What follows belongs to an exercise in optimizing a design on an open flow for small area; a production flow would make more cautious choices. At most, simulation tests tie the RTL to the original design; equivalence was not proved. No functional check of the RTL was part of runs 4 and 6. No activity file was given, so power comes from the tool's default toggle rates.

`design/flow/flow/run.sh`:
```
#!/bin/bash
# Standard ORFS layout with smaller port buffers and a lighter clock tree.
set -euo pipefail
here=$(cd "$(dirname "$0")" && pwd)
source "$here/knobs.sh"
bash standard.sh > standard.log 2>&1
```
`design/flow/flow/knobs.sh`:
```
export BUFFER_PORTS_ARGS="-buffer_cell sky130_fd_sc_hd__buf_1"
export CTS_ARGS="-sink_clustering_enable -repair_clock_nets -buf_list {sky130_fd_sc_hd__clkbuf_4 sky130_fd_sc_hd__clkbuf_8} -root_buf sky130_fd_sc_hd__clkbuf_16 -sink_clustering_size 16 -sink_clustering_max_diameter 50 -dont_use_dummy_load"
```
`design/flow/standard.sh`:
```
#!/bin/bash
# synth_recipe.tcl (not shown) runs the flow's synth.tcl, then flattens the netlist and writes it again
# the make line also repeats each setting of config.mk as NAME=value (left out here)
make -C /OpenROAD-flow-scripts/flow DESIGN_CONFIG=/design/flow/config.mk WORK_HOME=/design/flow/orfs CLKGATE_MAP_FILE= SYNTH_SCRIPT=/design/flow/synth_recipe.tcl "${@:-finish}"
```
`design/flow/config.mk`:
```
export PLATFORM = sky130hd
export DESIGN_NAME = wqe_fetch_top
export DESIGN_NICKNAME = wqe_fetch_top
export VERILOG_FILES = /design/flow/design.v
export SDC_FILE = /design/flow/constraint.sdc
export NUM_CORES = 4
export LEC_CHECK = 0
export CAP_MARGIN = 20
export CORE_AREA = 10 10 410 410
export DIE_AREA = 0 0 420 420
export SLEW_MARGIN = 20
```
`design/flow/constraint.sdc`:
```
create_clock -name core_clock -period 8.0 [get_ports {clk}]
set_input_delay 1.6000 -clock core_clock [delete_from_list [all_inputs] [get_ports {clk}]]
set_output_delay 1.6000 -clock core_clock [all_outputs]
set_load 0.01 [all_outputs]
```
`design/flow/design.v`:
```
`default_nettype none
package wqe_fetch_pkg;
    localparam int WQE_WIDTH  = 512;
    localparam int WQE_BYTES  = WQE_WIDTH / 8;
    localparam int ADDR_WIDTH = 32;
    localparam int QPID_LSB   = 328;
    localparam int QPID_WIDTH = 4;
    localparam int QPID_MSB   = QPID_LSB + QPID_WIDTH - 1;
    localparam int PAD_WIDTH  = WQE_WIDTH - QPID_MSB - 1;
    typedef logic [ADDR_WIDTH-1:0] addr_t;
    typedef union packed {
        logic [WQE_WIDTH-1:0] raw;
        struct packed {
            logic [PAD_WIDTH-1:0]  pad;
            logic [QPID_WIDTH-1:0] qpn;
            logic [QPID_LSB-1:0]   body;
        } f;
    } wqe_u;
endpackage
`default_nettype wire
`timescale 1ns/100ps
`default_nettype none
import wqe_fetch_pkg::*;
module wqe_fetch_top
#(
    parameter int MAX_QP   = 16,
    parameter int SQ_DEPTH = 4096
)(
    input  logic                  clk,
    input  logic                  rst_n,
    output logic                  o_fetch_ready,
    input  logic                  i_arbit_val,
    input  logic [QPID_WIDTH-1:0] i_qp_idx,
    input  logic [MAX_QP-1:0]     i_active,
    input  logic [MAX_QP-1:0]     i_wqe_cache_alfull,
    input  logic [ADDR_WIDTH-1:0] i_sq_base,
    output logic [ADDR_WIDTH-1:0] o_axi_araddr,
    output logic                  o_axi_arvalid,
    input  logic                  i_axi_arready,
    input  logic [WQE_WIDTH-1:0]  i_axi_rdata,
    input  logic                  i_axi_rvalid,
    output logic                  o_axi_rready,
    output logic                  o_wqe_cache_wr,
    output logic [WQE_WIDTH-1:0]  o_wqe,
    input  logic [MAX_QP-1:0]     i_wqe_cache_full
);
    localparam int PI_WIDTH = $clog2(SQ_DEPTH);
    localparam int WQE_LSB  = $clog2(WQE_BYTES);
    logic                  iss;      
    logic                  rdv;      
    logic                  busy;
    logic                  grant;
    logic                  push;
    logic                  req_ok;
    logic [QPID_WIDTH-1:0] qp_q;
    logic [QPID_LSB-1:0]   body_q;
    logic                  rready_n;     
    logic                  rready_nxt;
    logic [PI_WIDTH-1:0]   pi [MAX_QP];
    logic [MAX_QP-1:0]     pi_ok;
    logic [PI_WIDTH-1:0]   pi_cur;
    assign grant  = o_fetch_ready & i_arbit_val;
    assign push   = o_wqe_cache_wr & ~i_wqe_cache_full[qp_q];
    assign req_ok = (|i_active) & ~(&i_wqe_cache_alfull);
    assign rready_nxt = (o_axi_arvalid & i_axi_arready) | (o_axi_rready & ~i_axi_rvalid);
    assign busy   = iss | o_axi_arvalid | o_axi_rready | rdv | o_wqe_cache_wr;
    always_ff @(posedge clk or negedge rst_n)
    begin
        if (!rst_n)
        begin
            o_fetch_ready  <= 1'b0;
            iss            <= 1'b0;
            o_axi_arvalid  <= 1'b0;
            o_axi_rready   <= 1'b0;
            rdv            <= 1'b0;
            o_wqe_cache_wr <= 1'b0;
        end
        else
        begin
            o_fetch_ready  <= req_ok & ((~busy & ~grant) | push);
            iss            <= grant;
            o_axi_arvalid  <= iss | (o_axi_arvalid & ~i_axi_arready);
            o_axi_rready   <= rready_nxt;
            rdv            <= o_axi_rready & i_axi_rvalid;
            o_wqe_cache_wr <= rdv | (o_wqe_cache_wr & i_wqe_cache_full[qp_q]);
        end
    end
    always_ff @(posedge clk)
    begin
        if (o_fetch_ready)
            qp_q <= i_qp_idx;
    end
    always_ff @(posedge clk)
    begin
        rready_n <= ~rready_nxt;
        body_q   <= ({QPID_LSB{o_axi_rready}} & i_axi_rdata[QPID_LSB-1:0])
                  | ({QPID_LSB{rready_n}}     & body_q);
    end
    assign pi_cur = pi_ok[qp_q] ? pi[qp_q] : '0;
    always_ff @(posedge clk or negedge rst_n)
    begin
        if (!rst_n)
            pi_ok <= '0;
        else if (rdv)
            pi_ok[qp_q] <= 1'b1;
    end
    always_ff @(posedge clk)
    begin
        if (rdv)
            pi[qp_q] <= pi_cur + 1'b1;
    end
    assign o_axi_araddr = i_sq_base + {{(ADDR_WIDTH-QPID_WIDTH-PI_WIDTH-WQE_LSB){1'b0}}, qp_q, pi_cur, {WQE_LSB{1'b0}}};
    assign o_wqe = {{PAD_WIDTH{1'b0}}, qp_q, body_q};
endmodule
`default_nettype wire
```
==> key figures, run 1 <==
Status
  – Status: no timing/DRC/antenna violations

Floorplan
  – Die W: 420 um
  – Initial Util: 13.7%
  – Core Area: approximately 160000 um2
  – # IOs: about 1100
  – DIE AREA: around 180000 um2
  – Die height: 420 um
  – Cell Rows: 146

Finish
  – Share of cells above drive strength 1: 8.79%
  – Layout area overhead: 26.7%
  – Nets: 2977
  – Most common cell after layout, fill and taps aside: buf_1
  – Final Util: approximately 17%
  – Fillers: about 18000
  – Most frequent cells in the layout: buf_1 (771), a22o_1 (329), dfxtp_1 (329)

Clocking
  – Root buffer cell: clkbuf_16
  – Clock Sinks: 551
  – Worst-path clk slew: 90 ps
  – H-tree depth: 3
  – Post_cts resized: 0
  – Clk latency of the worst-skew pair: 630 ps
  – CTS max path bufs: 3
  – Total CTS buffers: 69
  – Post-CTS Setup Bufs: 0
  – Hold buffers post-CTS: 0
  – CTS tree: yes

Run
  – Max-Cap Viols: 0

Detailed routing
  – Post-DRT Antenna Nets: 0
  – DRC viols: 0
  – Drt pass-1 iters: 5
  – Routed vias: 16200
  – Drt total wl: 112000 um
  – 1st-iter DRT viols: roughly 1200
  – WL/cell: 25.1 um
  – DR vias/cell: 3.64

Hold path
  – Sink of the worst hold path: pi_ok[2]
  – Hold path start: pi_ok[2]
  – Hold Path Depth: 1
  – Hold crit path type: reg -> reg

GRT
  – Global-route wire length before repair: 145000 um
  – Initial antenna violation count: 56
  – Overall global routing resource usage: between 10% and 20%
  – Total grt overflow: 0
  – Vias in the first global route: between 15000 and 20000
  – Largest net degree at the start of global routing: about 190

Setup path
  – CP delay by family, top: multiplexers
  – Slowest Stage Delay on Critical Path: 750 ps
  – Crit. End Element: primary output
  – CP max FO: 17
  – FF-to-FF path depth: 11
  – Slowest-stage cell, CP: dfxtp_2
  – Critical-path cell list: buf_4, mux4_2, mux4_2, nand2_1, inv_1, ha_1, nand3_1, o21a_2, o2111ai_1, and4_4, mux2i_1, o2111ai_1, buf_1
  – CP Class: reg -> out
  – R2R Path End: pi[15][10]
  – CP arrival: 5320 ps
  – Critical Path Start Type: flop
  – FF-to-FF setup slack: 3510 ps
  – Worst path bufs/invs: 3
  – Crit path required time: 6400 ps

Timing
  – Minimum clock period: 6920 ps
  – PnR worst setup slack: 1080 ps
  – Endpoints failing hold: 0
  – Setup violations, final: 0
  – Max_slew headroom: 18.7%
  – Clock Skews: 77.6 ps
  – Crit share post-route: approximately 87%
  – FMAX: 144 MHz
  – Slew @ Worst Pin: 1220 ps
  – RSZ-0062 raised after global routing: false
  – Total negative slack: 0 ps
  – Pins Over Slew Limit: 0

Synthesis
  – Seq/Total Area, Yosys: 60.4%
  – Synth cell types: 74
  – Mapped Cells: 1592
  – Ys flop type: dfxtp_1
  – Avg Synthesized Cell Area: around 14 um2
  – FF+latch count, synth: 551
  – Synth area leader: dfxtp_1
  – Synth top area cells: dfxtp_1 (31%), edfxtp_1 (27%), a22o_1 (13%), buf_4 (6.6%), mux4_2 (6.0%)
  – EDFF count, synth: 196
  – Post-synth ARST share: 3.99%
  – Warnings, synthesis: 1
  – Mapped cell area: ~22000 um2
  – Yosys top cell area share: just over 30%

Place
  – Port bufs: 772
  – Place WS: 1720 ps
  – GPL Wtd Cong: roughly 0.89
  – Post-DP HPWL: ~92000 um

Power
  – VDD IR-drop max: 0.213 mV
  – Static Leak: 10.0 nW
  – Power density over cell area: 415 nW/um2
-- sequential cells by signal, indices dropped and copies added, names as in the netlist, named ones only --
| signal | count |
|---|---|
| pi | 192 |
| qp_q | 4 |
| body_q | 328 |
| o_axi_arvalid | 1 |
| o_axi_rready | 1 |
| rdv | 1 |
| pi_ok | 16 |
| rready_n | 1 |
| iss | 1 |
| o_fetch_ready | 1 |
| o_wqe_cache_wr | 1 |
-- worst max path at each step --
stage | slack (ps) | startpoint | endpoint | depth (start not counted)
floorplan | 2290 | flop | o_axi_araddr[24] | 13
global placement | 1690 | flop | o_axi_araddr[23] | 11
detailed placement | 1720 | flop | o_axi_araddr[20] | 13
CTS | 990 | flop | o_axi_araddr[29] | 11
global route | 780 | flop | o_axi_araddr[23] | 13
finish | 1080 | flop | o_axi_araddr[22] | 13
-- layer usage --
metal | vias up | routed length [um] | track usage (%)
li1 | 7225 | - | -
met1 | 7908 | 39100 | 12.6
met2 | 853 | 55200 | 19.7
met3 | 197 | 12700 | 5.93
met4 | 2 | 4530 | 5.60
met5 | - | 13 | 0
-- cells in the mapped netlist, types with 3 or more instances --
| master | count |
|---|---|
| a41o_1 | 3 |
| nand3_2 | 3 |
| and2_1 | 13 |
| dfrtp_1 | 22 |
| dfxtp_1 | 333 |
| edfxtp_1 | 196 |
| nand2_1 | 48 |
| mux4_1 | 5 |
| mux2i_1 | 5 |
| ha_1 | 19 |
| nor2b_1 | 12 |
| buf_2 | 10 |
| a211oi_1 | 3 |
| nor3_1 | 13 |
| a21oi_1 | 14 |
| o211ai_1 | 4 |
| inv_1 | 15 |
| nor2_1 | 34 |
| nand2b_1 | 12 |
| nor4_1 | 7 |
| buf_4 | 190 |
| clkbuf_1 | 83 |
| and3_1 | 7 |
| xor2_1 | 9 |
| mux2_2 | 7 |
| o21ai_0 | 10 |
| a22o_1 | 329 |
| nand3_1 | 13 |
| o311ai_1 | 6 |
| nand4_1 | 12 |
| mux4_2 | 58 |
| a21o_1 | 18 |
| buf_1 | 4 |
| xnor2_1 | 20 |
-- worst register-to-register path, stage by stage (launching register included) --
cell and delay (ps):
dfxtp_2 750, buf_4 330, mux4_2 240, nor2b_1 160
a211oi_1 90, a211oi_2 590, ha_1 330, nand2_1 90
nor4_1 480, and3_1 320, nand3_1 140, xnor2_2 600
-- where the power goes --
part	switching [mW]	internal [mW]	total, mW
clock network	1.01	0.865	1.87
logic	3.04	1.70	4.75
registers	0.707	4.08	4.79
-- metrics by stage --
stage	hold WS (ps)	power [mW]	instances	instance area [um2]
2_1_floorplan	423	7.37	1771	22400
3_3_place_gp	432	9.55	4358	26300
3_5_place_dp	443	9.60	4358	26300
4_1_cts	452	11.5	4427	27400
5_1_grt	469	12.1	4446	27500
6_report	449	11.4	4450	27500
-- area by class of cell --
class / instances / area [um2] / area share, %
Antenna cell: 23 / 57.6 / 0.209
Clock buffer: 69 / 1050 / 3.82
Inverter: 15 / 56.3 / 0.205
Multi-Input combinational cell: 915 / 7420 / 27.0
Sequential cell: 551 / 13100 / 47.7
Tap cell: 2072 / 2590 / 9.43
Timing Repair Buffer: 805 / 3200 / 11.6
-- logic make-up after synthesis --
kind of cell | count (synthesis) | share of synthesized area, %
compound gates | 422 | 16.7
xor+xnor | 29 | 1.17
fa+ha+maj | 22 | 1.24
buf+inv | 305 | 8.76
flops | 551 | 60.4
mux | 75 | 7.22
other cells | 1 | 0.0173
simple gates | 187 | 4.50
==> inputs of run 2 (changes only) <==
==> design/flow/flow/knobs.sh (replaced) <==
export BUFFER_PORTS_ARGS="-buffer_cell sky130_fd_sc_hd__buf_1"
==> key figures, run 2 <==
Status
  – Status: no timing/DRC/antenna violations

Synthesis
  – Avg Synthesized Cell Area: 13.6 um2
  – Synth top area cells: dfxtp_1 (31%), edfxtp_1 (27%), a22o_1 (13%), buf_4 (6.6%), mux4_2 (6.0%)
  – Seq/Total Area, Yosys: 60.4%
  – Ys flop type: dfxtp_1
  – Mapped cell area: about 22000 um2
  – Yosys top cell area share: a little under a third
  – FF+latch count, synth: 551
  – Post-synth ARST share: 3.99%
  – Synth area leader: dfxtp_1
  – Mapped Cells: 1592
  – Top-count cell post-synth: dfxtp_1
  – Warnings, synthesis: 1
  – Synth cell types: 74
  – Post-synth top cells: dfxtp_1 (333), a22o_1 (329), edfxtp_1 (196), buf_4 (190), clkbuf_1 (83)
  – EDFF count, synth: about 200

Detailed routing
  – Drt total wl: 112000 um
  – Post-DRT Antenna Nets: 0
  – DR vias/cell: around 3.6
  – Routed vias: 16400
  – DRC viols: 0
  – 1st-iter DRT viols: around 1200
  – Drt pass-1 iters: 5
  – WL/cell: approximately 25 um

Finish
  – Largest regs: body_q: 328 flops, pi: 192 flops, pi_ok: 16 flops
  – Flip-flop count of the largest register after layout: roughly 330
  – Finished Layout Cells: 4502
  – Layout area overhead: 31.9%
  – Most frequent cells in the layout: buf_1 (771), a22o_1 (329), dfxtp_1 (329)
  – Nets: 2974
  – Most common cell after layout, fill and taps aside: buf_1
  – Share of cells above drive strength 1: between 9 and 10%
  – Largest Register: body_q
  – Final Util: between 10% and 20%

Power
  – Power density over cell area: ~440 nW/um2
  – Static Leak: 10.5 nW
  – Internal power: 7.50 mW
  – P_sw: 5.05 mW
  – Overall Power: between 10 and 15 mW
  – Combinational Power Share: 37.9%
  – VDD IR-drop max: 0.214 mV
  – Sw Ratio: slightly above 40%
  – Clock power share: between 20% and 30%
  – Flop pwr share: a little under two fifths

GRT
  – Global-route wire length before repair: 145000 um
  – Total grt overflow: 0
  – Vias in the first global route: about 16000
  – Met1 layer usage reported by global route: 12.6%
  – Largest net degree at the start of global routing: 187
  – Overall global routing resource usage: between 10% and 20%
  – Busiest layer in global routing: met2
  – Initial antenna violation count: 56
  – M2 GR Usage: about a fifth
  – Met3 Use GR: under 10%

Place
  – Post-DP HPWL: 92500 um
  – Port bufs: between 700 and 800
  – Placed insts: 4358
  – Place WS: 1720 ps
  – GPL Wtd Cong: approximately 0.89

Timing
  – Crit share post-route: 86.6%
  – FMAX: 144 MHz
  – Max_slew headroom: 20.4%
  – PnR worst setup slack: 1080 ps
  – Endpoints failing hold: 0
  – Slew @ Worst Pin: 1190 ps
  – Pins Over Slew Limit: 0
  – Minimum clock period: between 6000 and 7000 ps
  – Clock Skews: 60.4 ps
  – Total negative slack: 0 ps
  – Setup violations, final: 0
  – RSZ-0062 raised after global routing: false

Setup path
  – CP max FO: 24
  – CP Class: reg -> out
  – Crit path required time: about 6400 ps
  – Critical Path Start Type: flop
  – CP arrival: 5320 ps
  – Crit. End Element: primary output

Clocking
  – Clock Sinks: 551
  – CTS tree: yes
  – H-tree depth: 3
  – Hold buffers post-CTS: 0
  – CTS max path bufs: 3
  – Post-CTS Setup Bufs: 0
  – Root buffer cell: clkbuf_16
  – Clk latency of the worst-skew pair: 670 ps
  – Post_cts resized: 0
  – Total CTS buffers: 66
  – Worst-path clk slew: 50 ps

Floorplan
  – Die height: around 420 um
  – Cell Rows: 146
  – DIE AREA: 176000 um2
  – Die W: 420 um
  – Core Area: 159000 um2
  – Initial Util: 13.7%
  – # IOs: 1149

Hold path
  – Hold crit path type: reg -> reg

Run
  – Max-Cap Viols: 0
run 2: power groups by stage:
stage,registers [mW],logic (mW),clock network [mW]
detailed placement,4.81,4.78,0
CTS,4.79,4.80,3.09
global placement,4.80,4.75,0
floorplan,4.97,2.40,0
finish,4.80,4.76,3.00
global route,4.90,5.15,3.20
run 2: metrics by stage:
step,instance area (um2),hold slack (ps)
after floorplan,22400,423
after CTS,28500,458
after global placement,26300,432
after detailed placement,26300,443
final,28600,453
after global routing,28600,471
run 2: critical path, cell delays in order (launching register included):
cell and delay, ps:
dfxtp_2 730, buf_12 310, mux4_2 560, mux4_2 510
and2_1 220, ha_1 370, and3_1 230, nand2_1 80
nor4_2 490, a22o_1 270, o21ai_2 150, o311ai_1 500
buf_1 210
run 2: logic make-up (layout without fill, tap and decap cells):
kind of cell	Yosys count	in the layout	share of synthesized area, %
other cells	1	208	0.0173
xor+xnor	29	29	1.17
simple gates	187	187	4.50
mux	75	75	7.22
flops	551	551	60.4
fa+ha+maj	22	22	1.24
buf+inv	305	936	8.76
compound gates	422	422	16.7
run 2: path summary, 6_finish.rpt:
path | slack [ps] | cells after the start | start | end
min reg2reg | 450 | 1 | pi_ok[13] | pi_ok[13]
max in group asynchronous | 6440 | 1 | rst_n | o_axi_rready
max reg2reg | 3540 | 10 | qp_q[0] | pi[15][10]
min | 450 | 1 | pi_ok[13] | pi_ok[13]
max | 1080 | 12 | flop | o_axi_araddr[29]
min in group asynchronous | 990 | 1 | rst_n | pi_ok[1]
run 2: area by class of cell:
type | instances | area [um2]
Fill cell | 17400 | 130000
Tap cell | 2072 | 2590
Sequential cell | 551 | 13100
Clock inverter | 30 | 372
Timing Repair Buffer | 805 | 3200
Clock buffer | 86 | 1800
Multi-Input combinational cell | 915 | 7420
Inverter | 15 | 56.3
Antenna cell | 28 | 70.1
run 2: layer usage:
metal | part of all wire (%) | up-vias
li1 | - | 7285
met3 | 11 | 178
met5 | 0.012 | -
met2 | 50 | 852
met1 | 35 | 8058
met4 | 3.3 | 2
==> inputs of run 3 (changes only) <==
==> design/flow/run.sh (new file) <==
#!/bin/bash
# synth_recipe.tcl (not shown) runs the flow's synth.tcl, then flattens the netlist and writes it again
# the make line also repeats each setting of config.mk as NAME=value (left out here)
make -C /OpenROAD-flow-scripts/flow DESIGN_CONFIG=/design/flow/config.mk WORK_HOME=/design/flow/orfs CLKGATE_MAP_FILE= SYNTH_SCRIPT=/design/flow/synth_recipe.tcl finish
--- a/design/flow/config.mk
+++ b/design/flow/config.mk
@@ -8,4 +8,7 @@
 export CAP_MARGIN = 20
 export CORE_AREA = 10 10 410 410
+export CTS_BUF_LIST = sky130_fd_sc_hd__clkbuf_8 sky130_fd_sc_hd__clkbuf_16
+export CTS_CLUSTER_DIAMETER = 60
+export CTS_CLUSTER_SIZE = 20
 export DIE_AREA = 0 0 420 420
 export SLEW_MARGIN = 20
removed: design/flow/flow/run.sh
removed: design/flow/flow/knobs.sh
removed: design/flow/standard.sh
==> key figures, run 3 <==
Status
  – Status: no timing/DRC/antenna violations

Synthesis
  – Mux share of post-synthesis cell area: 7.22%
  – Synth cell types: 74
  – Post-Synth Adder-Cell Area: between 1 and 1.5%
  – Synth area leader: dfxtp_1
  – Simple-Gate Fraction of Synth Area: 4.50%
  – EDFF count, synth: 196
  – Synth Area in Compound Gates: 16.7%
  – Mapped cell area: 21700 um2
  – Post-synth ARST share: 3.99%
  – Avg Synthesized Cell Area: 13.6 um2
  – Top-count cell post-synth: dfxtp_1
  – Ys flop type: dfxtp_1
  – Yosys top cell area share: 30.7%
  – Largest family of logic cells by synthesized area: compound AO/OA/AOI/OAI gates
  – Mapped Cells: approximately 1600
  – FF+latch count, synth: 551
  – Seq/Total Area, Yosys: 60.4%
  – Synth Area in XOR/XNOR: 1.17%
  – Synth top area cells: dfxtp_1 (31%), edfxtp_1 (27%), a22o_1 (13%), buf_4 (6.6%), mux4_2 (6.0%)
  – Warnings, synthesis: 1
  – Post-synth top cells: dfxtp_1 (333), a22o_1 (329), edfxtp_1 (196), buf_4 (190), clkbuf_1 (83)

Floorplan
  – Die height: approximately 420 um
  – DIE AREA: 176000 um2
  – Die W: 420 um
  – Cell Rows: 146
  – # IOs: ~1100
  – Initial Util: 13.7%
  – Core Area: 159000 um2

Finish
  – Most common cell after layout, fill and taps aside: clkdlybuf4s50_1
  – Flip-flop count of the largest register after layout: between 300 and 400
  – Layout area overhead: 53.4%
  – Share of cells above drive strength 1: roughly a tenth
  – Largest Register: body_q
  – Final Util: 21.0%
  – Nets: about 3000
  – Most frequent cells in the layout: clkdlybuf4s50_1 (772), a22o_1 (329), dfxtp_1 (329)
  – Largest regs: body_q: 328 flops, pi: 192 flops, pi_ok: 16 flops

Timing
  – Slew @ Worst Pin: 1130 ps
  – FMAX: 137 MHz
  – Setup violations, final: 0
  – Pins Over Slew Limit: 0
  – Max_slew headroom: approximately 25%
  – Minimum clock period: 7300 ps
  – RSZ-0062 raised after global routing: false
  – Total negative slack: 0 ps
  – Crit share post-route: 91.3%
  – Endpoints failing hold: 0
  – Clock Skews: between 50 and 60 ps

Detailed routing
  – DRC viols: 0
  – Routed vias: 16100
  – Post-DRT Antenna Nets: 0
  – Drt pass-1 iters: 5
  – WL/cell: approximately 26 um
  – DR vias/cell: 3.61
  – Drt total wl: 115000 um
  – 1st-iter DRT viols: 1176

Setup path
  – Critical-path cell list: buf_12, mux4_2, mux4_2, and2_1, ha_1, and3_1, nand2_1, nor4_2, a22o_1, o21ai_2, o311ai_1, clkdlybuf4s50_1
  – Crit. End Element: primary output
  – CP arrival: between 5000 and 6000 ps
  – CP Class: reg -> out
  – CP max FO: 22
  – Slowest-stage cell, CP: dfxtp_2
  – Most used cell, CP: mux4_2
  – Slowest Stage Delay on Critical Path: 770 ps
  – Crit path required time: 6400 ps
  – Critical Path Start Type: flop

Clocking
  – Hold buffers post-CTS: 0
  – Post_cts resized: 0
  – Worst-path clk slew: 80 ps
  – H-tree depth: 2
  – Total CTS buffers: 58
  – Post-CTS Setup Bufs: 0
  – Clock Sinks: approximately 550
  – Clk latency of the worst-skew pair: about 690 ps
  – Root buffer cell: clkbuf_16
  – CTS max path bufs: 3
  – CTS tree: yes

GRT
  – Initial antenna violation count: 42
  – Total grt overflow: 0
  – Largest net degree at the start of global routing: 174
  – Overall global routing resource usage: 12.2%
  – Global-route wire length before repair: 149000 um
  – Vias in the first global route: 16200

Hold path
  – Hold crit path type: reg -> reg

Place
  – Post-DP HPWL: 93300 um
  – GPL Wtd Cong: 0.872
  – Port bufs: 772

Power
  – Static Leak: between 10 and 15 nW
  – VDD IR-drop max: 0.188 mV
  – Power density over cell area: ~420 nW/um2
  – Overall Power: 13.9 mW

Run
  – Max-Cap Viols: 0
==> run 3: report_power, final <==
group          internal, mW  switching, mW
registers              4.08          0.841
clock network          1.49           1.43
logic                  2.97           3.10
==> run 3: final cells by class <==
| class | count | area, um2 |
|---|---|---|
| multi-input cells | 915 | 7440 |
| well taps | 2072 | 2590 |
| fillers | 16900 | 125000 |
| repair buffers | 799 | 7980 |
| clock buffers | 60 | 1480 |
| inverters | 15 | 56.3 |
| diodes | 4 | 10.0 |
| flip-flops and latches | 551 | 13100 |
| clock inverters | 49 | 614 |
==> run 3: final timing paths <==
kind	startpoint	end	slack (ps)	cells after the start
max	flop	o_axi_araddr[23]	700	12
max in group asynchronous	rst_n	o_axi_rready	6340	2
min in group asynchronous	rst_n	pi_ok[4]	1320	2
max reg2reg	flop	pi[0][9]	3660	10
min	pi_ok[2]	pi_ok[2]	460	1
min reg2reg	pi_ok[2]	pi_ok[2]	460	1
==> run 3: stage by stage <==
| stage | instances | setup slack (ps) | cell area (um2) | hold slack [ps] |
|---|---|---|---|---|
| final | 4465 | 699 | 33300 | 457 |
| after global routing | 4463 | 319 | 33300 | 478 |
| after CTS | 4461 | 584 | 33200 | 457 |
| after detailed placement | 4352 | 1370 | 31100 | 441 |
| after global placement | 4352 | 1320 | 31100 | 434 |
| after floorplan | 1771 | 2290 | 22400 | 423 |
==> run 3: cells by family (layout without fill, tap and decap cells) <==
group | after synthesis | in the layout
flops | 551 | 551
compound gates | 422 | 422
buf+inv | 305 | 923
simple gates | 187 | 187
mux | 75 | 75
xor+xnor | 29 | 29
fa+ha+maj | 22 | 22
other cells | 1 | 184
==> run 3: critical path: cells and delay by family, from the launching register on <==
kind,cells,cell delay (ps)
AND/OR/NAND/NOR,4,950
multiplexers,2,1040
AO/OA/AOI/OAI,3,890
adder cells (fa/ha/maj),1,400
flip-flops,1,770
buffers and inverters,2,960
==> run 3: layer usage <==
metal	routed length (um)	part of all wire (%)	vias up	GRT usage [%]
met5	22	0.019	-	0
met4	3100	2.7	6	3.00
met3	11500	10	167	5.06
met2	57800	50	789	21.0
met1	42800	37	7891	13.9
li1	-	-	7255	-
==> inputs of run 4 (changes only) <==
--- a/design/flow/design.v
+++ b/design/flow/design.v
@@ -55,6 +55,4 @@
     logic [QPID_WIDTH-1:0] qp_q;
     logic [QPID_LSB-1:0]   body_q;
-    logic                  rready_n;     
-    logic                  rready_nxt;
     logic [PI_WIDTH-1:0]   pi [MAX_QP];
     logic [MAX_QP-1:0]     pi_ok;
@@ -63,5 +61,4 @@
     assign push   = o_wqe_cache_wr & ~i_wqe_cache_full[qp_q];
     assign req_ok = (|i_active) & ~(&i_wqe_cache_alfull);
-    assign rready_nxt = (o_axi_arvalid & i_axi_arready) | (o_axi_rready & ~i_axi_rvalid);
     assign busy   = iss | o_axi_arvalid | o_axi_rready | rdv | o_wqe_cache_wr;
     always_ff @(posedge clk or negedge rst_n)
@@ -81,5 +78,5 @@
             iss            <= grant;
             o_axi_arvalid  <= iss | (o_axi_arvalid & ~i_axi_arready);
-            o_axi_rready   <= rready_nxt;
+            o_axi_rready   <= (o_axi_arvalid & i_axi_arready) | (o_axi_rready & ~i_axi_rvalid);
             rdv            <= o_axi_rready & i_axi_rvalid;
             o_wqe_cache_wr <= rdv | (o_wqe_cache_wr & i_wqe_cache_full[qp_q]);
@@ -93,7 +90,6 @@
     always_ff @(posedge clk)
     begin
-        rready_n <= ~rready_nxt;
-        body_q   <= ({QPID_LSB{o_axi_rready}} & i_axi_rdata[QPID_LSB-1:0])
-                  | ({QPID_LSB{rready_n}}     & body_q);
+        if (o_axi_rready)
+            body_q <= i_axi_rdata[QPID_LSB-1:0];
     end
     assign pi_cur = pi_ok[qp_q] ? pi[qp_q] : '0;
==> design/flow/config.mk (replaced) <==
export PLATFORM = sky130hd
export DESIGN_NAME = wqe_fetch_top
export DESIGN_NICKNAME = wqe_fetch_top
export VERILOG_FILES = /design/flow/design.v
export SDC_FILE = /design/flow/constraint.sdc
export NUM_CORES = 4
export LEC_CHECK = 0
export CAP_MARGIN = 20
export CORE_AREA = 5 5 220 220
export CTS_BUF_LIST = sky130_fd_sc_hd__clkbuf_4 sky130_fd_sc_hd__clkbuf_8
export DIE_AREA = 0 0 225 225
export PLACE_DENSITY = 0.75
export SLEW_MARGIN = 20
==> key figures, run 4 <==
Synthesis
  – Synth area leader: edfxtp_1
  – Mapped cell area: approximately 22000 um2
  – Ys flop type: edfxtp_1
  – Post-synth top cells: edfxtp_1 (524), buf_4 (190), mux4_2 (57), nor2_1 (35), nand2_1 (31)
  – Post-synth ARST share: 4.00%
  – Synth cell types: 64
  – Seq/Total Area, Yosys: 76.1%
  – Avg Synthesized Cell Area: 18.9 um2
  – Mapped Cells: 1139
  – EDFF count, synth: 524
  – Synth top area cells: edfxtp_1 (73%), buf_4 (6.6%), mux4_2 (6.0%), dfrtp_1 (2.6%), xnor2_1 (1.1%)
  – Top-count cell post-synth: edfxtp_1
  – Yosys top cell area share: 73.1%
  – Warnings, synthesis: 1
  – FF+latch count, synth: 550

Status
  – Tool error: [ERROR PPL-0024] Number of IO pins (1149) exceeds maximum number of available positions (810). Increase the die perimeter from 900.00um to 1562.64um.
  – Status: stopped before the end
  – Stop stage: 3_2_place_iop

Floorplan
  – Cell Rows: 78
  – Die height: 225 um
  – Initial Util: 47.2%
  – Die W: 225 um
## run 4: logic make-up after synthesis
group / share of synthesized area, %
multiplexers: 7.68
AO/OA/AOI/OAI: 2.95
AND/OR/NAND/NOR: 3.06
buffers and inverters: 7.43
XOR/XNOR: 1.55
adder cells (fa/ha/maj): 1.25
other: 0.0174
flip-flops: 76.1
==> inputs of run 5 (changes only) <==
--- a/design/flow/design.v
+++ b/design/flow/design.v
@@ -58,6 +58,7 @@
     logic [MAX_QP-1:0]     pi_ok;
     logic [PI_WIDTH-1:0]   pi_cur;
+    logic [MAX_QP-1:0]     qsel;     
     assign grant  = o_fetch_ready & i_arbit_val;
-    assign push   = o_wqe_cache_wr & ~i_wqe_cache_full[qp_q];
+    assign push   = o_wqe_cache_wr & ~(|(qsel & i_wqe_cache_full));
     assign req_ok = (|i_active) & ~(&i_wqe_cache_alfull);
     assign busy   = iss | o_axi_arvalid | o_axi_rready | rdv | o_wqe_cache_wr;
@@ -80,5 +81,5 @@
             o_axi_rready   <= (o_axi_arvalid & i_axi_arready) | (o_axi_rready & ~i_axi_rvalid);
             rdv            <= o_axi_rready & i_axi_rvalid;
-            o_wqe_cache_wr <= rdv | (o_wqe_cache_wr & i_wqe_cache_full[qp_q]);
+            o_wqe_cache_wr <= rdv | (o_wqe_cache_wr & (|(qsel & i_wqe_cache_full)));
         end
     end
@@ -90,19 +91,30 @@
     always_ff @(posedge clk)
     begin
-        if (o_axi_rready)
-            body_q <= i_axi_rdata[QPID_LSB-1:0];
+        body_q <= ({QPID_LSB{o_axi_rready}}          & i_axi_rdata[QPID_LSB-1:0])
+                | ({QPID_LSB{rdv | o_wqe_cache_wr}} & body_q);
     end
-    assign pi_cur = pi_ok[qp_q] ? pi[qp_q] : '0;
+    always_comb
+    begin
+        for (int q = 0; q < MAX_QP; q++)
+            qsel[q] = (qp_q == QPID_WIDTH'(q));
+    end
+    always_comb
+    begin
+        pi_cur = '0;
+        for (int q = 0; q < MAX_QP; q++)
+            pi_cur = pi_cur | ({PI_WIDTH{qsel[q] & pi_ok[q]}} & pi[q]);
+    end
     always_ff @(posedge clk or negedge rst_n)
     begin
         if (!rst_n)
             pi_ok <= '0;
-        else if (rdv)
-            pi_ok[qp_q] <= 1'b1;
+        else
+            pi_ok <= pi_ok | ({MAX_QP{rdv}} & qsel);
     end
     always_ff @(posedge clk)
     begin
-        if (rdv)
-            pi[qp_q] <= pi_cur + 1'b1;
+        for (int q = 0; q < MAX_QP; q++)
+            if (rdv & qsel[q])
+                pi[q] <= pi_cur + 1'b1;
     end
     assign o_axi_araddr = i_sq_base + {{(ADDR_WIDTH-QPID_WIDTH-PI_WIDTH-WQE_LSB){1'b0}}, qp_q, pi_cur, {WQE_LSB{1'b0}}};
==> design/flow/flow/run.sh (new file) <==
#!/bin/bash
# Standard ORFS layout with smaller port buffers and a lighter clock tree.
set -euo pipefail
here=$(cd "$(dirname "$0")" && pwd)
source "$here/knobs.sh"
bash standard.sh > standard.log 2>&1
==> design/flow/flow/knobs.sh (new file) <==
export BUFFER_PORTS_ARGS="-buffer_cell sky130_fd_sc_hd__buf_1"
export CTS_ARGS="-sink_clustering_enable -repair_clock_nets -buf_list {sky130_fd_sc_hd__clkbuf_4 sky130_fd_sc_hd__clkbuf_8} -root_buf sky130_fd_sc_hd__clkbuf_16 -sink_clustering_size 16 -sink_clustering_max_diameter 50 -dont_use_dummy_load"
==> design/flow/standard.sh (new file) <==
#!/bin/bash
# synth_recipe.tcl (not shown) runs the flow's synth.tcl, then flattens the netlist and writes it again
# the make line also repeats each setting of config.mk as NAME=value (left out here)
make -C /OpenROAD-flow-scripts/flow DESIGN_CONFIG=/design/flow/config.mk WORK_HOME=/design/flow/orfs CLKGATE_MAP_FILE= SYNTH_SCRIPT=/design/flow/synth_recipe.tcl "${@:-finish}"
==> design/flow/config.mk (replaced) <==
export PLATFORM = sky130hd
export DESIGN_NAME = wqe_fetch_top
export DESIGN_NICKNAME = wqe_fetch_top
export VERILOG_FILES = /design/flow/design.v
export SDC_FILE = /design/flow/constraint.sdc
export NUM_CORES = 4
export LEC_CHECK = 0
export CAP_MARGIN = 20
export CORE_AREA = 10 10 410 410
export DIE_AREA = 0 0 420 420
export SLEW_MARGIN = 20
removed: design/flow/run.sh
==> key figures, run 5 <==
Floorplan
  – DIE AREA: 176000 um2
  – Cell Rows: 146
  – # IOs: between 1000 and 1500
  – Die W: roughly 420 um
  – Initial Util: a little over an eighth
  – Die height: 420 um
  – Core Area: 159000 um2

Setup path
  – FF-to-FF setup slack: 3430 ps
  – CP max FO: 22
  – Most used cell, CP: buf_4
  – Crit. End Element: primary output
  – Crit path required time: 6400 ps
  – Critical Path Start Type: flop
  – CP delay by family, top: compound AO/OA/AOI/OAI gates
  – Critical-path cell list: buf_4, nor2b_1, buf_4, and3_1, a2111oi_0, nand4_1, fa_1, a21oi_1, o211ai_1, o311a_1, o311a_1, o21ai_1, buf_4, nor2_1, xor2_1, buf_1
  – Worst path bufs/invs: 4
  – CP arrival: 5840 ps
  – CP Class: reg -> out
  – Slowest-stage cell, CP: edfxtp_1
  – Slowest Stage Delay on Critical Path: 870 ps

Detailed routing
  – WL/cell: 28.4 um
  – 1st-iter DRT viols: roughly 1700
  – Post-DRT Antenna Nets: 0
  – Routed vias: roughly 17000
  – DR vias/cell: 3.75
  – Drt pass-1 iters: 8
  – DRC viols: 0
  – Drt total wl: 128000 um

Synthesis
  – Mapped cell area: 21100 um2
  – Post-synth ARST share: under 10%
  – Synth area leader: dfxtp_1
  – Ys flop type: dfxtp_1
  – Synth top area cells: dfxtp_1 (31%), edfxtp_1 (28%), a22o_1 (14%), buf_4 (6.7%), and3_1 (2.9%)
  – Avg Synthesized Cell Area: 12.8 um2
  – Synth cell types: 63
  – Seq/Total Area, Yosys: 61.5%
  – Warnings, synthesis: 2
  – Post-synth top cells: a22o_1 (328), dfxtp_1 (328), edfxtp_1 (196), buf_4 (188), and3_1 (98)
  – EDFF count, synth: 196
  – FF+latch count, synth: 546
  – Yosys top cell area share: 31.1%
  – Mapped Cells: roughly 1600

Clocking
  – Clk latency of the worst-skew pair: 650 ps
  – Root buffer cell: clkbuf_16
  – Hold buffers post-CTS: 0
  – Total CTS buffers: 70
  – Clock Sinks: 546
  – H-tree depth: 3
  – CTS max path bufs: 3
  – Post_cts resized: 0
  – Worst-path clk slew: 80 ps
  – CTS tree: yes

Timing
  – Crit share post-route: 93.0%
  – Minimum clock period: 7440 ps
  – Setup violations, final: 0
  – Clock Skews: roughly 75 ps
  – Total negative slack: 0 ps
  – Slew @ Worst Pin: 1170 ps
  – Max_slew headroom: 22.2%
  – RSZ-0062 raised after global routing: false
  – Pins Over Slew Limit: 0
  – FMAX: 134 MHz
  – Endpoints failing hold: 0

Power
  – Power density over cell area: 370 nW/um2
  – Combinational Power Share: 39.0%
  – Static Leak: between 10 and 15 nW
  – Clock power share: 19.1%
  – Flop pwr share: between 40% and 50%
  – P_sw: approximately 4.3 mW
  – Sw Ratio: 42.9%
  – Internal power: 5.69 mW
  – VDD IR-drop max: between 0.15 and 0.2 mV

Hold path
  – Hold crit path type: reg -> reg

GRT
  – Met3 Use GR: 7.22%
  – Initial antenna violation count: 50
  – Global-route wire length before repair: 162000 um
  – Busiest layer in global routing: met2
  – Largest net degree at the start of global routing: 206
  – Met1 layer usage reported by global route: 15.5%
  – Vias in the first global route: 16800
  – Overall global routing resource usage: between 10% and 20%
  – M2 GR Usage: 22.6%
  – Total grt overflow: 0

Finish
  – Largest regs: body_q: 328 flops, pi: 192 flops, pi_ok: 16 flops
  – Post-route design area: approximately 27000 um2
  – Share of cells above drive strength 1: under 10%
  – Final Util: roughly 17%
  – Fillers: 17700
  – Most frequent cells in the layout: buf_1 (771), a22o_1 (328), dfxtp_1 (328)
  – Largest Register: body_q
  – Footprint of the multi-input gates: between 6000 and 7000 um2
  – Layout area overhead: 27.4%
  – Reg area: 13000 um2
  – Most common cell after layout, fill and taps aside: buf_1
  – Nets: 3042
  – Flip-flop count of the largest register after layout: 328

Place
  – GPL Wtd Cong: 0.923
  – Port bufs: 772
  – Post-DP HPWL: 106000 um
  – Post-DP Area: 25800 um2

Status
  – Status: no timing/DRC/antenna violations

Run
  – Max-Cap Viols: 0
==> run 5: logic make-up (layout without fill, tap and decap cells) <==
group / count (synthesis) / after routing / synth area share (%)
flops: 546 / 546 / 61.5
compound gates: 439 / 439 / 18.1
buf+inv: 313 / 906 / 9.17
simple gates: 299 / 299 / 8.68
xor+xnor: 29 / 29 / 1.20
fa+ha+maj: 18 / 18 / 1.10
mux: 4 / 4 / 0.249
other cells: 1 / 184 / 0.0177
==> run 5: power groups by stage <==
stage,clock [mW],sequential [mW],combinational [mW]
finish,1.90,4.18,3.89
floorplan,0,4.41,1.64
global placement,0,4.20,3.92
global route,2.09,4.25,4.21
detailed placement,0,4.22,3.93
CTS,2.00,4.18,3.94
==> run 5: final timing paths <==
| check | from | end | cells after the start |
|---|---|---|---|
| max | qp_q[3] | o_axi_araddr[26] | 16 |
| min | pi_ok[15] | pi_ok[15] | 1 |
| max reg2reg | qp_q[3] | pi[11][10] | 10 |
| min reg2reg | pi_ok[15] | pi_ok[15] | 1 |
| max in group asynchronous | rst_n | o_axi_rready | 1 |
| min in group asynchronous | rst_n | pi_ok[3] | 1 |
==> run 5: per-stage QoR <==
step	power, mW	setup WS (ps)	std cells	hold WS, ps
floorplan	6.05	2240	1828	422
global placement	8.13	1010	4419	441
detailed placement	8.15	1000	4419	443
CTS	10.1	254	4489	461
global route	10.5	25.1	4496	470
finish	9.96	561	4497	461
==> run 5: repair_timing <==
item / in CTS / in global routing
setup buffers: 0 / 4
setup endpoints to repair: 0 / 4
endpoints found under the hold margin: 0 / 0
==> run 5: area by class of cell <==
cell class | count | share of cell area [%]
Clock buffer | 70 | 3.95
Inverter | 15 | 0.209
Timing Repair Buffer | 821 | 12.2
Tap cell | 2072 | 9.62
Antenna cell | 4 | 0.0372
Sequential cell | 546 | 48.3
Multi-Input combinational cell | 969 | 25.7
==> run 5: per-layer routing <==
metal | part of all wire (%) | vias up
li1 | - | 7408
met1 | 37 | 8289
met2 | 48 | 981
met3 | 13 | 160
met4 | 1.8 | 4
met5 | 0.021 | -
==> inputs of run 6 (changes only) <==
--- a/design/flow/design.v
+++ b/design/flow/design.v
@@ -55,4 +55,6 @@
     logic [QPID_WIDTH-1:0] qp_q;
     logic [QPID_LSB-1:0]   body_q;
+    logic                  rready_n;     
+    logic                  rready_nxt;
     logic [PI_WIDTH-1:0]   pi [MAX_QP];
     logic [MAX_QP-1:0]     pi_ok;
@@ -62,4 +64,5 @@
     assign push   = o_wqe_cache_wr & ~(|(qsel & i_wqe_cache_full));
     assign req_ok = (|i_active) & ~(&i_wqe_cache_alfull);
+    assign rready_nxt = (o_axi_arvalid & i_axi_arready) | (o_axi_rready & ~i_axi_rvalid);
     assign busy   = iss | o_axi_arvalid | o_axi_rready | rdv | o_wqe_cache_wr;
     always_ff @(posedge clk or negedge rst_n)
@@ -79,5 +82,5 @@
             iss            <= grant;
             o_axi_arvalid  <= iss | (o_axi_arvalid & ~i_axi_arready);
-            o_axi_rready   <= (o_axi_arvalid & i_axi_arready) | (o_axi_rready & ~i_axi_rvalid);
+            o_axi_rready   <= rready_nxt;
             rdv            <= o_axi_rready & i_axi_rvalid;
             o_wqe_cache_wr <= rdv | (o_wqe_cache_wr & (|(qsel & i_wqe_cache_full)));
@@ -91,6 +94,7 @@
     always_ff @(posedge clk)
     begin
-        body_q <= ({QPID_LSB{o_axi_rready}}          & i_axi_rdata[QPID_LSB-1:0])
-                | ({QPID_LSB{rdv | o_wqe_cache_wr}} & body_q);
+        rready_n <= ~rready_nxt;
+        body_q   <= ({QPID_LSB{o_axi_rready}} & i_axi_rdata[QPID_LSB-1:0])
+                  | ({QPID_LSB{rready_n}}     & body_q);
     end
     always_comb
==> key figures, run 6 <==
Power
  – Power density over cell area: 416 nW/um2
  – VDD IR-drop max: 0.243 mV
  – Static Leak: 10.3 nW

Timing
  – Endpoints failing hold: 0
  – FMAX: 133 MHz
  – Clock Skews: 92.3 ps
  – Slew @ Worst Pin: 1230 ps
  – Setup violations, final: 0
  – Minimum clock period: 7540 ps
  – Hold Slack: 464 ps
  – Total negative slack: 0 ps
  – Crit share post-route: 94.3%
  – Max_slew headroom: 18.2%
  – Pins Over Slew Limit: 0
  – RSZ-0062 raised after global routing: false

Clocking
  – H-tree depth: 3
  – CTS tree: yes
  – Clk latency of the worst-skew pair: 630 ps
  – Post-CTS Setup Bufs: 0
  – Clock Sinks: 547
  – CTS max path bufs: 3
  – Worst-path clk slew: 40 ps
  – Hold buffers post-CTS: 0
  – Root buffer cell: clkbuf_16
  – Total CTS buffers: 80

Finish
  – Flip-flop count of the largest register after layout: 328
  – Largest Register: body_q
  – Most common cell after layout, fill and taps aside: buf_1
  – Final Util: 17.0%
  – Nets: 3039
  – Largest regs: body_q: 328 flops, pi: 192 flops, pi_ok: 16 flops
  – Footprint of the multi-input gates: around 7000 um2
  – Most frequent cells in the layout: buf_1 (772), a22o_1 (329), dfxtp_1 (328)
  – Layout area overhead: 28.3%
  – Reg area: between 10000 and 15000 um2
  – Fillers: 17700
  – Share of cells above drive strength 1: 7.44%

Floorplan
  – Initial Util: 13.3%
  – Die W: 420 um
  – Core Area: about 160000 um2
  – Die height: 420 um
  – Cell Rows: 146
  – DIE AREA: 176000 um2
  – # IOs: 1149

Detailed routing
  – Post-DRT Antenna Nets: 0
  – Drt pass-1 iters: 8
  – DRC viols: 0
  – DR vias/cell: 3.79
  – Routed vias: 17100
  – Drt total wl: 129000 um
  – 1st-iter DRT viols: 1395
  – WL/cell: 28.7 um

Synthesis
  – Synth area leader: dfxtp_1
  – Mapped cell area: 21100 um2
  – Mux share of post-synthesis cell area: 0.154%
  – Synth Area in Compound Gates: 17.6%
  – Ys flop type: dfxtp_1
  – Yosys top cell area share: roughly 31%
  – Seq/Total Area, Yosys: 61.8%
  – Mapped Cells: 1641
  – Synth top area cells: dfxtp_1 (31%), edfxtp_1 (28%), a22o_1 (14%), buf_4 (6.7%), and3_1 (2.9%)
  – Synth cell types: 64
  – Avg Synthesized Cell Area: 12.8 um2
  – Post-synth top cells: a22o_1 (329), dfxtp_1 (329), edfxtp_1 (196), buf_4 (188), and3_1 (97)
  – Synth Area in XOR/XNOR: under 10%
  – Simple-Gate Fraction of Synth Area: 8.68%
  – Warnings, synthesis: 2
  – Largest family of logic cells by synthesized area: compound AO/OA/AOI/OAI gates
  – EDFF count, synth: 196
  – Post-synth ARST share: 4.02%
  – Post-Synth Adder-Cell Area: 1.10%
  – FF+latch count, synth: 547

Setup path
  – Crit. End Element: primary output
  – RR Startpoint: qp_q[1]
  – R2R Path End: pi[1][9]
  – Critical Path Start Type: flop
  – CP Class: reg -> out
  – CP max FO: 12
  – Crit path required time: 6400 ps
  – FF-to-FF path depth: 9
  – CP arrival: 5940 ps
  – FF-to-FF setup slack: about 3500 ps

Hold path
  – Hold crit path type: reg -> reg
  – Hold path start: body_q[324]
  – Sink of the worst hold path: body_q[324]
  – Hold Path Depth: 1

Status
  – Status: no timing/DRC/antenna violations

GRT
  – Global-route wire length before repair: 162000 um
  – Largest net degree at the start of global routing: 221
  – Vias in the first global route: 16600
  – Total grt overflow: 0
  – Initial antenna violation count: 55
  – Overall global routing resource usage: 13.7%

Place
  – Port bufs: between 700 and 800
  – Post-DP HPWL: 106000 um
  – GPL Wtd Cong: approximately 0.95

Run
  – Max-Cap Viols: 0
[run 6: timing repair]
action,CTS,global route
endpoints found under the setup margin,0,2
hold endpoints to repair,0,0
resized for setup,0,1
[run 6: report_power, final]
group	leakage, nW	switching, mW	internal [mW]
clock	0.621	1.08	0.981
combinational	4.88	3.18	1.35
sequential	4.84	0.647	4.00
total	10.3	4.91	6.33
[run 6: cells by family (layout without fill, tap and decap cells)]
family | count (synthesis) | in the layout
other | 1 | 195
and+or+nand+nor | 296 | 296
xor gates and xnor gates | 33 | 33
buffers and inverters | 309 | 907
AOI/OAI and AO/OA | 435 | 435
adders and majority gates | 18 | 18
muxes | 2 | 2
DFF | 547 | 547
[run 6: routing by layer]
layer	vias to the layer above	routed length (um)	track usage, %
li1	7414	-	-
met2	1049	58800	21.1
met1	8390	47400	15.7
met3	200	20400	8.89
met5	-	24	0
met4	4	2550	3.29
[run 6: metrics by stage]
| stage | power (mW) | cells | area (um2) | setup slack, ps |
|---|---|---|---|---|
| floorplan | 6.69 | 1820 | 21700 | 2380 |
| global placement | 9.17 | 4409 | 25700 | 883 |
| detailed placement | 9.21 | 4409 | 25700 | 869 |
| CTS | 11.4 | 4489 | 26900 | 182 |
| global route | 11.9 | 4497 | 27000 | 76.4 |
| finish | 11.2 | 4505 | 27000 | 459 |
[run 6: worst max-delay path by stage]
stage / end / cells after the start / slack (ps) / start
after floorplan: o_axi_araddr[28] / 16 / 2380 / qp_q[3]
after global placement: o_axi_araddr[31] / 17 / 880 / qp_q[1]
after detailed placement: o_axi_araddr[31] / 17 / 870 / qp_q[1]
after CTS: o_axi_araddr[31] / 17 / 180 / qp_q[0]
after global routing: o_axi_araddr[31] / 17 / 80 / qp_q[0]
final: o_axi_araddr[31] / 17 / 460 / qp_q[1]
[run 6: cell type report]
class	count	share of cell area, %
Inverter	11	0.153
Timing Repair Buffer	816	12.1
Tap cell	2072	9.59
Sequential cell	547	48.2
Clock buffer	80	4.45
Antenna cell	15	0.139
Multi-Input combinational cell	964	25.4
[run 6: worst max-delay path, cell delays in order, from the launching register on]
cell and delay, ps:
edfxtp_1 910, buf_4 380, nor4_4 80, and2_1 380
a2111oi_1 860, nand4_2 380, ha_1 480, nand2_1 70
o21ai_0 360, a21o_1 230, o41ai_2 80, buf_4 160
o21ai_0 180, buf_4 190, nand4_1 120, xnor2_1 150
buf_4 160, buf_1 170
==> inputs of run 7 (changes only) <==
--- a/design/flow/design.v
+++ b/design/flow/design.v
@@ -55,6 +55,4 @@
     logic [QPID_WIDTH-1:0] qp_q;
     logic [QPID_LSB-1:0]   body_q;
-    logic                  rready_n;     
-    logic                  rready_nxt;
     logic [PI_WIDTH-1:0]   pi [MAX_QP];
     logic [MAX_QP-1:0]     pi_ok;
@@ -64,5 +62,4 @@
     assign push   = o_wqe_cache_wr & ~(|(qsel & i_wqe_cache_full));
     assign req_ok = (|i_active) & ~(&i_wqe_cache_alfull);
-    assign rready_nxt = (o_axi_arvalid & i_axi_arready) | (o_axi_rready & ~i_axi_rvalid);
     assign busy   = iss | o_axi_arvalid | o_axi_rready | rdv | o_wqe_cache_wr;
     always_ff @(posedge clk or negedge rst_n)
@@ -82,5 +79,5 @@
             iss            <= grant;
             o_axi_arvalid  <= iss | (o_axi_arvalid & ~i_axi_arready);
-            o_axi_rready   <= rready_nxt;
+            o_axi_rready   <= (o_axi_arvalid & i_axi_arready) | (o_axi_rready & ~i_axi_rvalid);
             rdv            <= o_axi_rready & i_axi_rvalid;
             o_wqe_cache_wr <= rdv | (o_wqe_cache_wr & (|(qsel & i_wqe_cache_full)));
@@ -94,7 +91,6 @@
     always_ff @(posedge clk)
     begin
-        rready_n <= ~rready_nxt;
-        body_q   <= ({QPID_LSB{o_axi_rready}} & i_axi_rdata[QPID_LSB-1:0])
-                  | ({QPID_LSB{rready_n}}     & body_q);
+        body_q <= ({QPID_LSB{o_axi_rready}}          & i_axi_rdata[QPID_LSB-1:0])
+                | ({QPID_LSB{rdv | o_wqe_cache_wr}} & body_q);
     end
     always_comb
==> design/flow/flow/knobs.sh (replaced) <==
export BUFFER_PORTS_ARGS="-buffer_cell sky130_fd_sc_hd__buf_1"
export CTS_ARGS="-sink_clustering_enable -repair_clock_nets -buf_list {sky130_fd_sc_hd__clkbuf_4 sky130_fd_sc_hd__clkbuf_8} -root_buf sky130_fd_sc_hd__clkbuf_16 -sink_clustering_size 16 -sink_clustering_max_diameter 50 -dont_use_dummy_load"
export PRE_IO_PLACEMENT_TCL="$here/pins.tcl"
==> design/flow/flow/pins.tcl (new file) <==
# Each body bit's input and output pins side by side, so each bit's register
# sits next to its pins and the registers stay in one corner.
set bottom {}
set left {}
for {set i 0} {$i < 328} {incr i} {
  if {$i < 200} {
    lappend bottom "i_axi_rdata\[$i\]" "o_wqe\[$i\]"
  } else {
    lappend left "i_axi_rdata\[$i\]" "o_wqe\[$i\]"
  }
}
set_io_pin_constraint -group -order -pin_names $bottom -region bottom:*
set_io_pin_constraint -group -order -pin_names $left -region left:*
==> key figures, run 7 <==
Status
  – Status: no timing/DRC/antenna violations

Synthesis
  – Mapped Cells: 1649
  – FF+latch count, synth: 546
  – EDFF count, synth: 196
  – Mapped cell area: 21100 um2
  – Post-synth ARST share: 4.03%
  – Ys flop type: dfxtp_1
  – Synth area leader: dfxtp_1
  – Post-synth top cells: a22o_1 (328), dfxtp_1 (328), edfxtp_1 (196), buf_4 (188), and3_1 (98)
  – Yosys top cell area share: between 30 and 40%
  – Seq/Total Area, Yosys: 61.5%
  – Synth cell types: 63
  – Synth top area cells: dfxtp_1 (31%), edfxtp_1 (28%), a22o_1 (14%), buf_4 (6.7%), and3_1 (2.9%)
  – Avg Synthesized Cell Area: 12.8 um2
  – Warnings, synthesis: 2

Floorplan
  – # IOs: 1149
  – Initial Util: 13.3%
  – Die W: between 400 and 500 um
  – Cell Rows: between 100 and 150
  – Core Area: 159000 um2
  – Die height: 420 um
  – DIE AREA: around 180000 um2

Detailed routing
  – Drt pass-1 iters: 5
  – WL/cell: 14.8 um
  – DR vias/cell: 3.45
  – DRC viols: 0
  – Routed vias: 15500
  – Drt total wl: around 66000 um
  – 1st-iter DRT viols: 950
  – Post-DRT Antenna Nets: 0

Setup path
  – Crit. End Element: primary output
  – RR Startpoint: qp_q[2]
  – CP startpoint: qp_q[1]
  – CP Class: reg -> out
  – Crit path required time: 6400 ps
  – CP arrival: 6200 ps
  – CP max FO: 18
  – Critical Path Start Type: flop

Clocking
  – CTS tree: yes
  – Total CTS buffers: 56
  – Clock Sinks: 546
  – Hold buffers post-CTS: 0
  – Root buffer cell: clkbuf_16
  – Post-CTS Setup Bufs: 0
  – Worst-path clk slew: approximately 50 ps
  – Post_cts resized: 0
  – H-tree depth: 2
  – CTS max path bufs: 3
  – Clk latency of the worst-skew pair: 630 ps

GRT
  – M2 GR Usage: approximately an eighth
  – Overall global routing resource usage: 6.94%
  – Vias in the first global route: 16500
  – Initial antenna violation count: 0
  – Met3 Use GR: under 10%
  – Largest net degree at the start of global routing: ~180
  – Total grt overflow: 0
  – Met1 layer usage reported by global route: ~8%
  – Global-route wire length before repair: 97000 um
  – Busiest layer in global routing: met2

Place
  – Placed insts: roughly 4400
  – Port bufs: 772
  – Post-DP HPWL: 48100 um
  – GPL Wtd Cong: 0.791

Power
  – Power density over cell area: between 300 and 400 nW/um2
  – Static Leak: 9.90 nW
  – Overall Power: ~8.8 mW
  – VDD IR-drop max: roughly 0.21 mV

Run
  – Max-Cap Viols: 0

Finish
  – Most common cell after layout, fill and taps aside: buf_1
  – Finished Layout Cells: around 4500
  – Layout area overhead: 26.4%
  – Most frequent cells in the layout: buf_1 (771), a22o_1 (328), dfxtp_1 (328)
  – Nets: between 3000 and 4000
  – Largest Register: body_q
  – Share of cells above drive strength 1: under 10%
  – Flip-flop count of the largest register after layout: roughly 330
  – Largest regs: body_q: 328 flops, pi: 192 flops, pi_ok: 16 flops

Timing
  – Endpoints failing hold: 0
  – Slew @ Worst Pin: between 1000 and 1500 ps
  – Clock Skews: 75.3 ps
  – Crit share post-route: 97.5%
  – RSZ-0062 raised after global routing: false
  – Minimum clock period: 7800 ps
  – Hold Slack: 455 ps
  – FMAX: between 100 and 150 MHz
  – Total negative slack: 0 ps
  – Pins Over Slew Limit: 0
  – Setup violations, final: 0
  – Max_slew headroom: 29.8%

Hold path
  – Hold path start: pi_ok[1]
  – Hold crit path type: reg -> reg
run 7: critical path: stages (launching register included):
cell and delay [ps]:
edfxtp_1 850, buf_4 260, nor2b_1 210, and3_1 260
a2111oi_0 640, and4_4 520, inv_1 190, ha_1 260
fa_1 440, a21oi_1 220, o211ai_1 200, o311a_1 400
o311a_1 410, o21ai_1 330, nor3_1 110, xor2_1 140
buf_1 170
run 7: final timing paths:
kind	endpoint	slack, ps	depth (start not counted)
max	o_axi_araddr[28]	200	16
min	pi_ok[1]	460	1
max reg2reg	pi[2][11]	3550	9
min reg2reg	pi_ok[1]	460	1
max in group asynchronous	o_axi_rready	6340	1
min in group asynchronous	pi_ok[6]	1030	1
run 7: logic make-up after synthesis:
group                    count (synthesis)  share of synthesized area (%)
other                                    1                         0.0177
adder cells (fa/ha/maj)                 18                           1.10
AO/OA/AOI/OAI                          439                           18.1
flip-flops                             546                           61.5
XOR/XNOR                                29                           1.20
buffers and inverters                  313                           9.17
AND/OR/NAND/NOR                        299                           8.68
multiplexers                             4                          0.249
run 7: metrics by stage:
step	setup WS, ps	instance area (um2)	util [%]
2_1_floorplan	2240	21800	-
3_3_place_gp	916	25800	16.3
3_5_place_dp	946	25900	16.3
4_1_cts	276	26700	16.8
5_1_grt	40.2	26700	16.8
6_report	199	26700	16.8
run 7: area by class of cell:
cell class / count / area (um2)
Antenna cell: 1 / 2.50
Multi-Input combinational cell: 969 / 6930
Clock buffer: 56 / 827
Timing Repair Buffer: 819 / 3300
Inverter: 15 / 56.3
Sequential cell: 546 / 13000
Tap cell: 2072 / 2590
Fill cell: 17600 / 132000
run 7: where the power goes:
part	internal [mW]	switching [mW]
sequential	3.73	0.422
combinational	1.09	1.95
clock	0.678	0.908
total	5.50	3.28
run 7: routing by layer:
metal,part of all wire [%],vias to the layer above,wire length [um]
li1,-,7356,-
met1,39,7325,25600
met2,50,665,32900
met3,8.8,108,5880
met4,3.1,0,2060
met5,0,-,0
==> inputs of run 8 (changes only) <==
--- a/design/flow/config.mk
+++ b/design/flow/config.mk
@@ -6,4 +6,5 @@
 export NUM_CORES = 4
 export LEC_CHECK = 0
+export ABC_AREA = 1
 export CAP_MARGIN = 20
 export CORE_AREA = 10 10 410 410
==> key figures, run 8 <==
Place
  – Placed insts: 5323
  – Post-DP Area: approximately 28000 um2
  – Port bufs: 772
  – Post-DP HPWL: 56600 um
  – GPL Wtd Cong: roughly 0.83

Detailed routing
  – Met2 routed WL: between 30000 and 40000 um
  – Routed vias: 19900
  – 1st-iter DRT viols: 1360
  – Drt total wl: 78200 um
  – Highest metal layer with signal wires: met5
  – WL/cell: ~15 um
  – Wl on met1: 29600 um
  – Drt pass-1 iters: 5
  – DR vias/cell: approximately 3.7
  – Post-DRT Antenna Nets: 0
  – DRC viols: 0
  – Metal3 WL: 7790 um

Synthesis
  – Post-synth ARST share: 4.03%
  – Top-count cell post-synth: nand2_1
  – Yosys top cell area share: approximately 28%
  – Mapped cell area: 23300 um2
  – Post-synth top cells: nand2_1 (840), o21ai_0 (344), dfxtp_1 (328), edfxtp_1 (196), buf_4 (191)
  – Avg Synthesized Cell Area: ~8.9 um2
  – Synth top area cells: dfxtp_1 (28%), edfxtp_1 (25%), nand2_1 (14%), o21ai_0 (7.4%), buf_4 (6.1%)
  – EDFF count, synth: 196
  – Seq/Total Area, Yosys: between 50% and 60%
  – FF+latch count, synth: 546
  – Synth cell types: 45
  – Synth area leader: dfxtp_1
  – Mapped Cells: 2613
  – Warnings, synthesis: 2
  – Ys flop type: dfxtp_1

Timing
  – Max_slew headroom: about a fifth
  – Total negative slack: 0 ps
  – Pins Over Slew Limit: 0
  – Endpoints failing hold: 0
  – Minimum clock period: 6850 ps
  – RSZ-0062 raised after global routing: false
  – Setup violations, final: 0
  – Clock Skews: 86.4 ps
  – Slew @ Worst Pin: around 1200 ps
  – Crit share post-route: 85.6%
  – FMAX: 146 MHz

Hold path
  – Hold crit path type: reg -> reg
  – Hold path start: body_q[214]

Finish
  – Most common cell after layout, fill and taps aside: nand2_1
  – Post-route design area: 28600 um2
  – Layout area overhead: 22.4%
  – Nets: between 3000 and 4000
  – Finished Layout Cells: 5385
  – Largest Register: body_q
  – Most frequent cells in the layout: nand2_1 (840), buf_1 (771), o21ai_0 (344)
  – Share of cells above drive strength 1: 5.68%
  – Largest regs: body_q: 328 flops, pi: 192 flops, pi_ok: 16 flops
  – Flip-flop count of the largest register after layout: 328

Floorplan
  – Die height: 420 um
  – Core Area: approximately 160000 um2
  – # IOs: 1149
  – Cell Rows: 146
  – Initial Util: about 15%
  – Die W: around 420 um
  – DIE AREA: 176000 um2

Clocking
  – Total CTS buffers: 58
  – Post-CTS Setup Bufs: 0
  – Hold buffers post-CTS: 0
  – Root buffer cell: clkbuf_16
  – Post_cts resized: 0
  – CTS max path bufs: 3
  – Clk latency of the worst-skew pair: 640 ps
  – CTS tree: yes
  – H-tree depth: 2
  – Worst-path clk slew: 70 ps
  – Clock Sinks: 546

GRT
  – Initial antenna violation count: 1
  – Vias in the first global route: 19200
  – Largest net degree at the start of global routing: 231
  – Global-route wire length before repair: approximately 110000 um
  – Total grt overflow: 0
  – Overall global routing resource usage: 8.13%

Run
  – Max-Cap Viols: 0

Setup path
  – CP arrival: 5250 ps
  – Crit. End Element: primary output
  – CP startpoint: qp_q[1]
  – CP Class: reg -> out
  – CP max FO: 45
  – Critical Path Start Type: flop
  – Crit path required time: 6400 ps
  – RR Startpoint: qp_q[1]

Power
  – VDD IR-drop max: approximately 0.20 mV
  – Static Leak: ~12 nW
  – Overall Power: 8.62 mW
  – Power density over cell area: approximately 300 nW/um2

Status
  – Status: no timing/DRC/antenna violations
-- run 8: final cells by class --
| type | instances | area (um2) |
|---|---|---|
| Fill cell | 17800 | 130000 |
| Sequential cell | 546 | 13000 |
| Multi-Input combinational cell | 1848 | 8710 |
| Timing Repair Buffer | 799 | 3140 |
| Tap cell | 2072 | 2590 |
| Clock buffer | 58 | 855 |
| Inverter | 58 | 238 |
| Antenna cell | 4 | 10.0 |
-- run 8: logic make-up after synthesis --
group / Yosys count / share of synthesized area (%)
simple gates: 1244 / 23.7
fa+ha+maj: 18 / 0.998
compound gates: 379 / 8.30
buf+inv: 398 / 10.2
xor+xnor: 27 / 1.01
flops: 546 / 55.7
other cells: 1 / 0.0161
-- run 8: report_power, final --
part	internal (mW)	switching, mW	total, mW
logic	0.769	2.10	2.87
registers	3.61	0.507	4.12
clock network	0.699	0.941	1.64
total	5.08	3.55	8.62
-- run 8: worst paths after layout --
check                      slack [ps]  cells past startpoint               end
hold / removal                    450                      2       body_q[214]
min in group asynchronous        1130                      1          pi_ok[1]
setup / recovery                 1150                     16  o_axi_araddr[17]
max in group asynchronous        6120                      1               rdv
hold reg to reg                   450                      2       body_q[214]
setup reg to reg                 3660                     11          pi[6][6]
-- run 8: layer usage --
metal,vias up,global-route usage [%]
met4,2,3.07
li1,9653,-
met3,130,2.61
met5,-,0
met1,9199,9.30
met2,869,14.1
-- run 8: worst max-delay path: stages, from the launching register on --
cell and delay, ps:
edfxtp_1 790, nor2_8 820, nand2_2 150, nor2_1 290
nand2_1 160, nand4_1 110, nor2_1 60, nand2_2 130
ha_1 300, nand3_1 100, nand3_1 150, a21oi_1 330
inv_1 80, a21oi_1 230, o21ai_0 150, xor2_1 550
buf_1 220
-- run 8: through the flow --
step	hold WS, ps	setup slack [ps]	util (%)
2_1_floorplan	445	3260	-
3_3_place_gp	441	1820	17.4
3_5_place_dp	446	1670	17.4
4_1_cts	455	1010	18.0
5_1_grt	470	663	18.0
6_report	453	1150	18.0

## separate check: timing with driven ports
The flow's constraints put no driver on any port. The routed layouts listed below were extracted and timed again, unchanged, in two steps. Step 1 sets driving cells, clkbuf_16 on the clock port and buf_2 on the other inputs (assumed; they add their load-dependent delay and slew). Step 2 also shifts input and output timing later by t, the mid clock arrival at the registers, as if the neighbouring blocks saw the same clock. Three values: ideal, step 1, step 2; two values: the first two.
run | t, ns | setup slack, ns | worst slew at a driven data input, ns
run 1 | 0.671 | 1.079 / 1.016 / 1.688 | 0.37
run 2 | 0.704 | 1.075 / 1.012 / 1.715 | 0.33
run 3 | 0.720 | 0.699 / 0.636 / 1.355 | 0.28
run 5 | 0.671 | 0.561 / 0.497 / 1.169 | 0.28
run 6 | 0.668 | 0.459 / 0.393 / 1.061 | 0.30
run 7 | 0.640 | 0.199 / 0.129 / 0.769 | 0.07
run 8 | 0.661 | 1.154 / 1.080 / 1.742 | 0.08
After both steps every run listed still meets setup and hold.
